Background: an optimization exercise with open tools, aiming at small area, a short achievable clock period and few clock cycles per item. Do not read the settings as production practice.
The RTL was checked by simulation tests, not by an equivalence proof against the original design.
No activity file was given, so power comes from the tool's default toggle rates.

File: flow/design.v
package mesh_pkg;
    localparam int WORD_WIDTH = 16;
    localparam int HOP_WIDTH = 4;
    typedef logic [WORD_WIDTH-1:0] word_t;
    typedef logic [HOP_WIDTH-1:0]  hop_t;
    typedef struct packed {
        word_t data;
        hop_t  hops;
    } flit_t;
    localparam logic [1:0] OP_PASS = 2'd0;
    localparam logic [1:0] OP_ADD  = 2'd1;
    localparam logic [1:0] OP_XOR  = 2'd2;
    typedef struct packed {
        logic [1:0] op;
        word_t      operand;
    } node_cfg_t;
endpackage
module mesh_pipe (
    input  logic        add,
    input  logic [15:0] m,
    input  logic [15:0] x,
    output logic [15:0] y
);
    assign y = add ? x + m : x ^ m;
endmodule
module mesh_hop (
    input  logic        clock,
    input  logic        rst,
    input  logic        add0,
    input  logic [15:0] m0,
    input  logic        add1,
    input  logic [15:0] m1,
    input  logic        add2,
    input  logic [15:0] m2,
    input  logic        add3,
    input  logic [15:0] m3,
    input  logic        in_valid,
    input  logic [15:0] in_data,
    output logic        in_credit,
    output logic        out_valid,
    output logic [15:0] out_data,
    input  logic        out_credit
);
    logic        in_v;
    logic [15:0] in_d;
    logic [15:0] w;
    logic        move;
    logic [15:0] q [3];
    logic [2:0]  qv;
    logic [3:0]  sink_cnt;    
    logic        pop;
    logic [15:0] a_in, b_in, c_in;
    logic        a_v, b_v, c_v;
    logic [15:0] a_d, b_d, c_d;
    logic        credit_q;
    mesh_pipe u_op0 (.add(add0), .m(m0), .x(in_data), .y(w));
    assign pop  = qv[0] && (sink_cnt[0] || out_credit);
    assign move = in_v && (!qv[2] || pop);
    always_ff @(posedge clock) begin
        if (in_valid) begin
            in_d <= w;
        end
    end
    always_ff @(posedge clock) begin
        if (rst) begin
            in_v     <= 1'b0;
            qv       <= '0;
            sink_cnt <= 4'b1111;
            credit_q <= 1'b0;
        end else begin
            in_v <= in_valid || (in_v && !move);
            case ({move, pop})
                2'b10:   qv <= {qv[1:0], 1'b1};
                2'b01:   qv <= {1'b0, qv[2:1]};
                default: qv <= qv;
            endcase
            case ({out_credit, pop})
                2'b10:   sink_cnt <= {sink_cnt[2:0], 1'b1};
                2'b01:   sink_cnt <= {1'b0, sink_cnt[3:1]};
                default: sink_cnt <= sink_cnt;
            endcase
            credit_q <= pop;
        end
    end
    always_ff @(posedge clock) begin
        for (int i = 0; i < 3; i++) begin
            if (pop) begin
                if (move && (i == 2 ? qv[2] : (qv[i] && !qv[(i < 2) ? i + 1 : i]))) begin
                    q[i] <= in_d;
                end else if (i < 2) begin
                    q[i] <= q[(i < 2) ? i + 1 : i];
                end
            end else if (move && !qv[i] && (i == 0 || qv[(i > 0) ? i - 1 : 0])) begin
                q[i] <= in_d;
            end
        end
    end
    mesh_pipe u_op1 (.add(add1), .m(m1), .x(q[0]), .y(a_in));
    mesh_pipe u_op2 (.add(add2), .m(m2), .x(a_d),  .y(b_in));
    mesh_pipe u_op3 (.add(add3), .m(m3), .x(b_d),  .y(c_in));
    always_ff @(posedge clock) begin
        a_d <= a_in;
        b_d <= b_in;
        c_d <= c_in;
        if (rst) begin
            a_v <= 1'b0;
            b_v <= 1'b0;
            c_v <= 1'b0;
        end else begin
            a_v <= pop;
            b_v <= a_v;
            c_v <= b_v;
        end
    end
    assign out_valid = c_v;
    assign out_data  = c_d;
    assign in_credit = credit_q;
endmodule
module mesh_node (
    input  logic        clock,
    input  logic        load,       
    input  logic        add_in,     
    input  logic [15:0] m_in,       
    output logic        add,
    output logic [15:0] m
);
    always_ff @(posedge clock) begin
        if (load) begin
            add <= add_in;
            m   <= m_in;
        end
    end
endmodule
module mesh_line #(
    parameter int NODE_COUNT = 4
) (
    input  logic                      clock,
    input  logic                      rst,
    input  logic                      fwd_in_valid,
    input  logic [15:0]               fwd_in_data,
    output logic                      fwd_in_credit,
    output logic                      fwd_out_valid,
    output logic [15:0]               fwd_out_data,
    output logic [3:0]                fwd_out_hops,
    input  logic                      fwd_out_credit,
    input  logic                      bwd_in_valid,
    input  logic [15:0]               bwd_in_data,
    output logic                      bwd_in_credit,
    output logic                      bwd_out_valid,
    output logic [15:0]               bwd_out_data,
    output logic [3:0]                bwd_out_hops,
    input  logic                      bwd_out_credit,
    input  logic [NODE_COUNT-1:0]     cfg_wren,
    input  logic [1:0]                cfg_op,
    input  logic [15:0]               cfg_operand
);
    logic        add_in;
    logic [15:0] m_in;
    logic        add0, add1, add2, add3;
    logic [15:0] m0, m1, m2, m3;
    assign add_in = !rst && (cfg_op == mesh_pkg::OP_ADD);
    assign m_in   = (!rst && (cfg_op == mesh_pkg::OP_ADD || cfg_op == mesh_pkg::OP_XOR)) ? cfg_operand : 16'd0;
    mesh_node node0 (.clock(clock), .load(rst || cfg_wren[0]), .add_in(add_in), .m_in(m_in), .add(add0), .m(m0));
    mesh_node node1 (.clock(clock), .load(rst || cfg_wren[1]), .add_in(add_in), .m_in(m_in), .add(add1), .m(m1));
    mesh_node node2 (.clock(clock), .load(rst || cfg_wren[2]), .add_in(add_in), .m_in(m_in), .add(add2), .m(m2));
    mesh_node node3 (.clock(clock), .load(rst || cfg_wren[3]), .add_in(add_in), .m_in(m_in), .add(add3), .m(m3));
    mesh_hop fwd (
        .clock      (clock),
        .rst        (rst),
        .add0       (add0), .m0 (m0),
        .add1       (add1), .m1 (m1),
        .add2       (add2), .m2 (m2),
        .add3       (add3), .m3 (m3),
        .in_valid   (fwd_in_valid),
        .in_data    (fwd_in_data),
        .in_credit  (fwd_in_credit),
        .out_valid  (fwd_out_valid),
        .out_data   (fwd_out_data),
        .out_credit (fwd_out_credit)
    );
    mesh_hop bwd (
        .clock      (clock),
        .rst        (rst),
        .add0       (add3), .m0 (m3),
        .add1       (add2), .m1 (m2),
        .add2       (add1), .m2 (m1),
        .add3       (add0), .m3 (m0),
        .in_valid   (bwd_in_valid),
        .in_data    (bwd_in_data),
        .in_credit  (bwd_in_credit),
        .out_valid  (bwd_out_valid),
        .out_data   (bwd_out_data),
        .out_credit (bwd_out_credit)
    );
    assign fwd_out_hops = 4'(NODE_COUNT);
    assign bwd_out_hops = 4'(NODE_COUNT);
endmodule
File: flow/flow/run.sh
#!/bin/bash
# The standard layout, with two changes to how it is made:
#  - the buffer that every input and output port gets is a plain buf_2
#    (the default pick is a slow delay cell);
#  - clock tree synthesis clusters more sinks per buffer and adds no dummy loads.
# Each tool's full output stays in orfs/logs; make's own output goes to standard.log.
set -euo pipefail
export BUFFER_PORTS_ARGS="-buffer_cell sky130_fd_sc_hd__buf_2"
export CTS_ARGS="-sink_clustering_enable -repair_clock_nets -sink_clustering_size 30 -sink_clustering_max_diameter 100 -dont_use_dummy_load"
bash standard.sh > standard.log 2>&1
File: flow/standard.sh
#!/bin/bash
# synth_recipe.tcl (not shown) runs the flow's synth.tcl, then flattens the netlist and writes it again
# the make line also repeats each setting of config.mk as NAME=value (left out here)
make -C /OpenROAD-flow-scripts/flow DESIGN_CONFIG=/design/flow/config.mk WORK_HOME=/design/flow/orfs CLKGATE_MAP_FILE= SYNTH_SCRIPT=/design/flow/synth_recipe.tcl "${@:-finish}"
File: flow/config.mk
export PLATFORM = sky130hd
export DESIGN_NAME = mesh_line
export DESIGN_NICKNAME = mesh_line
export VERILOG_FILES = /design/flow/design.v
export SDC_FILE = /design/flow/constraint.sdc
export NUM_CORES = 4
export LEC_CHECK = 0
export CAP_MARGIN = 20
export CORE_MARGIN = 2
export CORE_UTILIZATION = 55
export PLACE_DENSITY = 0.65
export SETUP_SLACK_MARGIN = 2.45
export SLEW_MARGIN = 20
export TNS_END_PERCENT = 5
File: flow/constraint.sdc
create_clock -name core_clock -period 4.5 [get_ports {clock}]
set_input_delay 0.9000 -clock core_clock [delete_from_list [all_inputs] [get_ports {clock}]]
set_output_delay 0.9000 -clock core_clock [all_outputs]
set_load 0.01 [all_outputs]
==> run_results.csv, run 1 <==
group,metric,value,unit
layout,fin_cells,1769,
layout,multiInputGateArea,7660,um^2
placement,dpl_cell_area,16400,um^2
clock_tree,cts.sinks,314,
sta,final-setup-viol-count,0,
global_route,grt_first_pass_wirelength,55300,um
setup_path,critPathMaxStageDelay,0.54,ns
placement,dp_cells,1735,
routing,drc,0,
sta,tightest_slew,0.982,ns
clock_tree,h-tree-depth,1,
yosys,synth_cell_type_count,62,
die,die_w,172,um
routing,ant_nets,0,
worst_hold_path,hold_path_class,"register to register",
die,dieArea,29500,um^2
die,start_util,55.8,%
layout,drive_above_1_share,23.4,%
global_route,grt_pass1_vias,10000,
global_route,grtUsageTotal,24.3,%
yosys,synth_ff_type,"edfxtp_1",
die,rows,61,
setup_path,ff2ff_setup_slack,2.19,ns
sta,post-route-min-period,2.31,ns
routing,wl_per_cell,20.2,um
die,io_pins,104,
sta,hold_viol_final,0,
clock_tree,root_buffer,"clkbuf_16",
yosys,postSynthAreaPerCell,12.1,um^2
power_and_ir_drop,ir_drop,0.328,mV
placement,port_buffers,95,
layout,diodes,0,
clock_tree,numCtsBuffers,14,
layout,nFillCells,2289,
power_and_ir_drop,p_per_area,511,nW/um^2
yosys,ys.warnings.count,4,
routing,vias,10300,
power_and_ir_drop,p_leak,6.79,nW
placement,place_congestion,0.889,
status,outcome,"complete, no violations",
sta,max_slew_margin,34.5,%
global_route,grt_max_degree,31,
routing,wirelength,35700,um
setup_path,cp-start-kind,"register",
clock_tree,ctsHoldBuffers,0,
global_route,antenna_found_initial,0,
yosys,synth_top_family_by_area,"compound AO/OA/AOI/OAI gates",
yosys,ys_ff_latch,314,
clock_tree,insertion_delay,0.50,ns
run,max_cap_viol_count,0,
clock_tree,cts_tree,"yes",
layout,nets,1586,
clock_tree,cts.clk_slew.worst_paths,0.11,ns
setup_path,critical_path_peak_fanout,4,
sta,drv_slew,0,
layout,seq_area,8250,um^2
setup_path,cp.arrival,2.67,ns
yosys,yosys.area_share.simple,8.44,%
yosys,syn_area,15500,um^2
setup_path,critPathCaptureType,"register",
clock_tree,clockBufferDepth,3,
placement,dp_hpwl,26600,um
layout,final_common_cell,"edfxtp_1",
global_route,grt.overflow.total,0,
yosys,synth_edf_count,196,
yosys,synthMuxAreaShare,5.91,%
yosys,synth_compound_area_share,12.8,%
setup_path,required,4.86,ns
routing,drt_iter0_markers,877,
yosys,seq_area_frac_synth,53.2,%
sta,setup_ws,2.19,ns
yosys,synthCells,1285,
placement,dpl_worst_slack,1.61,ns
die,die_h,172,um
sta,holdWs,0.436,ns
setup_path,crit_type,"register to register",
sta,clock_skew,0.0344,ns
sta,fin_crit_sh,51.4,%
sta,rsz0062_at_grt,"yes",
die,core_area,27800,um^2
layout,final_cell_mix,"196 x edfxtp_1, 118 x dfxtp_1, 102 x ha_1",
yosys,async_reset_ff_share,0,%
yosys,synth_xor_area_share,6.72,%
routing,viasPerCell,5.82,
setup_path,path_cells,"buf_6 -> fa_2 -> a21o_1 -> a21oi_4 -> nor2_2 -> o31ai_4 -> o22ai_1 -> xor2_1",
yosys,synthAdderAreaFrac,11.1,%
sta,tns,0,ns
routing,drtPass1Iterations,7,
setup_path,crit_slowest_cell,"edfxtp_1",
sta,fmax,433,MHz
layout,areaGrowthSynthToFinish,13.0,%
layout,design_area,17500,um^2
synthesized netlist by cell type (all sizes together), types with 7 or more instances:
master	instances	area (um^2)
xnor2	70	613
dfxtp	118	2360
inv	25	93.8
a21oi	81	405
a21o	30	225
and2	22	138
nand4	8	50.1
o31ai	9	77.6
mux2	76	856
a31oi	19	119
nor2b	18	113
fa	8	160
a211oi	21	158
edfxtp	196	5890
o21ai	75	387
o32ai	8	115
nand2	88	330
buf	19	121
xor2	49	429
and3	13	81.3
o22ai	13	81.3
clkbuf	16	60.1
o21a	7	52.6
ha	125	1560
nor2	69	262
nand3	21	105
nand2b	7	43.8
a32oi	11	96.3
sequential cells by signal, indices dropped and copies added (netlist names), 3 cells and up:
name / cells
bwd.a_d: 16
bwd.b_d: 16
bwd.c_d: 16
bwd.in_d: 16
bwd.q: 48
bwd.qv: 3
bwd.sink_cnt: 4
fwd.a_d: 16
fwd.b_d: 16
fwd.c_d: 16
fwd.in_d: 16
fwd.q: 48
fwd.qv: 3
fwd.sink_cnt: 4
node0.m: 16
node1.m: 16
node2.m: 16
node3.m: 16
where the power goes:
group | internal, mW | switching [mW]
clock | 0.566 | 0.831
combinational | 1.49 | 1.88
sequential | 3.83 | 0.346
area by class of cell:
cell class / count / share of cell area [%]
Timing Repair Buffer: 121 / 3.89
Multi-Input combinational cell: 917 / 43.8
Tap cell: 378 / 2.70
Sequential cell: 314 / 47.1
Clock buffer: 14 / 2.00
Inverter: 25 / 0.536
final timing paths:
path                        start                  end  depth (start not counted)
min reg2reg    bwd.b_v$_SDFF_PP0_   bwd.c_v$_SDFF_PP0_                          1
min            bwd.b_v$_SDFF_PP0_   bwd.c_v$_SDFF_PP0_                          1
max          node0.m[1]$_DFFE_PP_  bwd.c_d[14]$_DFF_P_                          8
max reg2reg  node0.m[1]$_DFFE_PP_  bwd.c_d[14]$_DFF_P_                          8
per-layer routing:
layer	part of all wire [%]	wire length (um)	track usage [%]
met1	47	16700	36.2
met5	0	0	0
met4	1.7	607	4.60
met2	45	16000	37.9
met3	6.8	2420	3.96
critical path, delay by kind of cell (launching register included):
family	cells	cell delay (ns)
xor gates and xnor gates	1	0.16
DFF	1	0.54
adders and majority gates	1	0.35
buffers and inverters	1	0.18
AOI/OAI and AO/OA	4	0.85
and+or+nand+nor	1	0.09
stage by stage:
step | util (%) | total power, mW
after floorplan | - | 6.36
after global placement | 59.1 | 7.22
after detailed placement | 59.1 | 7.25
after CTS | 61.8 | 8.81
after global routing | 63.0 | 9.53
final | 63.0 | 8.94
kinds of logic after synthesis:
family | after synthesis
compound gates | 303
mux | 82
flops | 314
other cells | 2
simple gates | 272
xor+xnor | 119
buf+inv | 60
fa+ha+maj | 133
repair_timing:
| item | CTS | global route |
|---|---|---|
| pin swaps | 21 | 17 |
| buffers inserted | 12 | 8 |
| endpoints found under the hold margin | 0 | 0 |
| gates resized for setup | 52 | 55 |
| setup endpoints to repair | 169 | 192 |
Testbench counts, summed over its fixed seeds: cycles 3,704, words 6,144.
==> run 2: changes to the inputs <==
--- a/flow/config.mk
+++ b/flow/config.mk
@@ -10,5 +10,6 @@
 export CORE_UTILIZATION = 55
+export CTS_CLUSTER_DIAMETER = 100
+export CTS_CLUSTER_SIZE = 30
 export PLACE_DENSITY = 0.65
-export SETUP_SLACK_MARGIN = 2.45
+export SETUP_SLACK_MARGIN = 2.2
 export SLEW_MARGIN = 20
-export TNS_END_PERCENT = 5
==> run 2 against run 1 <==
Net effect:
- power is 1.3% lower
- worst setup slack better by 0.012 ns
- sequential share of layout area increased by 0.45 points
- cell count down 0.40%
- first-iteration DRC count rose by 7.0%
- critical endpoint is now bwd.in_d[12]$_DFFE_PP_
- largest power group unchanged
==> run_results.csv, run 2 <==
group,metric,value,unit
setup_path,crit_type,"register to register",
routing,vias,10400,
yosys,seq_area_frac_synth,53.2,%
die,io_pins,104,
sta,fin_crit_sh,51.1,%
power_and_ir_drop,ir_drop,0.372,mV
yosys,ys.warnings.count,4,
clock_tree,h-tree-depth,1,
clock_tree,cts_tree,"yes",
yosys,synth_common_cells,"196 x edfxtp_1, 125 x ha_1, 118 x dfxtp_1",
sta,fmax,435,MHz
routing,wl_per_cell,20.0,um
power_and_ir_drop,p_per_area,509,nW/um^2
layout,multiInputGateArea,7540,um^2
placement,place_congestion,0.896,
layout,nets,1579,
routing,wirelength,35200,um
setup_path,crit_start,"node3.m[0]$_DFFE_PP_",
yosys,postSynthAreaPerCell,12.1,um^2
routing,drtPass1Iterations,5,
power_and_ir_drop,p_leak,6.76,nW
clock_tree,clockBufferDepth,3,
setup_path,reg2reg_from,"node3.m[0]$_DFFE_PP_",
sta,rsz0062_at_grt,"yes",
sta,tns,0,ns
global_route,grt_max_degree,31,
die,rows,61,
sta,hold_viol_final,0,
layout,areaGrowthSynthToFinish,11.9,%
sta,clock_skew,0.0188,ns
sta,max_slew_margin,32.4,%
clock_tree,insertion_delay,0.50,ns
routing,ant_nets,0,
clock_tree,cts.sinks,314,
routing,viasPerCell,5.88,
placement,dp_cells,1731,
worst_hold_path,hold_path_class,"register to register",
yosys,ys_ff_latch,314,
placement,dp_hpwl,26600,um
sta,drv_slew,0,
yosys,synth_ff_type,"edfxtp_1",
routing,drc,0,
layout,design_area,17300,um^2
die,core_area,27800,um^2
layout,diodes,0,
sta,final-setup-viol-count,0,
worst_hold_path,hold_path_startpoint,"fwd.b_v$_SDFF_PP0_",
yosys,synth_edf_count,196,
sta,post-route-min-period,2.30,ns
routing,drt_iter0_markers,938,
yosys,synth.largest_area_cell,"edfxtp_1",
layout,fin_cells,1762,
yosys,syn_area,15500,um^2
layout,final_cell_mix,"196 x edfxtp_1, 118 x dfxtp_1, 112 x ha_1",
global_route,grt_first_pass_wirelength,54200,um
global_route,antenna_found_initial,0,
setup_path,critical_path_peak_fanout,3,
die,dieArea,29500,um^2
global_route,grt.overflow.total,0,
run,max_cap_viol_count,0,
die,die_w,172,um
placement,port_buffers,95,
yosys,synthCells,1285,
layout,final_common_cell,"edfxtp_1",
clock_tree,cts.clk_slew.worst_paths,0.11,ns
yosys,netlist.area_leader.share,38.0,%
layout,seq_area,8250,um^2
die,start_util,55.8,%
sta,tightest_slew,1.01,ns
layout,largest_registers,"bwd.q x48, fwd.q x48",
placement,dpl_cell_area,16500,um^2
setup_path,critPathCaptureType,"register",
yosys,yosysMostFrequentCell,"edfxtp_1",
yosys,synth_area_leaders,"edfxtp_1 38%, dfxtp_1 15%, ha_1 10%",
yosys,synth_cell_type_count,62,
global_route,grt_pass1_vias,9805,
global_route,grtUsageTotal,23.8,%
setup_path,cp.arrival,2.55,ns
yosys,async_reset_ff_share,0,%
clock_tree,numCtsBuffers,14,
clock_tree,root_buffer,"clkbuf_16",
setup_path,cp-start-kind,"register",
layout,drive_above_1_share,21.9,%
setup_path,required,4.75,ns
status,outcome,"complete, no violations",
die,die_h,172,um
layout,nFillCells,2272,
run 2: changes by cell type in the layout (fill, tap and decap cells not counted), moves of 2 or more:
cell	before	now
ha_2	8	4
o21ai_2	7	10
buf_4	23	15
o31ai_2	3	1
a31oi_2	0	2
o21ai_0	51	53
o21ai_1	14	11
o21ai_4	3	1
fa_1	0	2
ha_4	15	9
ha_1	102	112
a211oi_1	9	11
fa_2	8	6
run 2: layout make-up:
cell class	instances	share of cell area, %
tap	378	2.73
timing repair buffer	114	3.70
multi-input combinational	917	43.5
sequential	314	47.6
inverter	25	0.541
clock buffer	14	2.02
run 2: logic make-up after synthesis:
group / synth area share (%)
xor gates and xnor gates: 6.72
adders and majority gates: 11.1
buffers and inverters: 1.78
DFF: 53.2
AOI/OAI and AO/OA: 12.8
muxes: 5.91
and+or+nand+nor: 8.44
other: 0.0485
run 2: final timing paths:
check / end / slack (ns) / cells past startpoint
worst max-delay path: bwd.in_d[12]$_DFFE_PP_ / 2.20 / 9
worst min-delay path: fwd.c_v$_SDFF_PP0_ / 0.45 / 1
worst max register to register: bwd.in_d[12]$_DFFE_PP_ / 2.20 / 9
worst min register to register: fwd.c_v$_SDFF_PP0_ / 0.45 / 1
run 2: worst max-delay path, cell delays in order (launching register included):
cell and delay [ns]:
edfxtp_1 0.43, buf_6 0.14, ha_4 0.15, fa_2 0.36
a211oi_4 0.24, nor3_2 0.09, and4_1 0.24, o21ai_2 0.16
o21ai_1 0.10, xor2_1 0.14
run 2: routing by layer:
metal | wire [um] | up-vias | track usage [%]
li1 | - | 4955 | -
met1 | 17100 | 5070 | 37.0
met4 | 537 | 0 | 3.91
met3 | 1810 | 41 | 2.61
met2 | 15700 | 290 | 36.5
met5 | 0 | - | 0
run 2: timing repair:
action	4_1_cts	5_1_grt
pin swaps	12	18
gates resized for setup	18	46
setup buffers	6	10
endpoints found under the hold margin	0	0
hold buffers	0	0
endpoints found under the setup margin	38	36
run 2: power by group:
part	total (mW)	internal [mW]	switching (mW)	leakage (nW)
registers	4.15	3.83	0.323	2.93
logic	3.27	1.41	1.86	3.66
clock network	1.40	0.566	0.835	0.173
run 2: through the flow:
stage | total power, mW | setup WS, ns | hold WS, ns | util, %
finish | 8.83 | 2.20 | 0.452 | 62.4
global route | 9.34 | 2.11 | 0.464 | 62.4
CTS | 8.73 | 2.08 | 0.460 | 61.3
detailed placement | 7.29 | 1.62 | 0.428 | 59.5
global placement | 7.26 | 1.65 | 0.423 | 59.5
floorplan | 6.38 | 1.91 | 0.414 | -

-- static timing again, ports no longer ideal --
How much do the figures lean on ideal ports? The routed layouts below were timed once more, with nothing changed but the port constraints. Step 1, drivers: a clkbuf_16 drives clock and a buf_2 each remaining input, both assumed. Step 2 also shifts input and output timing later by t, the mid clock arrival at the registers, as if the neighbouring blocks saw the same clock. a / b / c = ideal ports / drivers / drivers and shift; a / b = the first two.
run | shift t [ns] | setup slack, ns | worst setup path at the end | latest minus earliest clock arrival (ns) | cell pins on the clock port's net
run 1 | 0.537 | 2.189 / 2.189 / 1.710 | input to register | 0.036 / 0.036 | 1
run 2 | 0.540 | 2.201 / 2.201 / 1.730 | input to register | 0.020 / 0.020 | 1
After both steps every run listed still meets setup and hold. The setup slack of run 1, which loses most, moves by 0.000 ns with the drivers and by -0.479 ns with both steps.
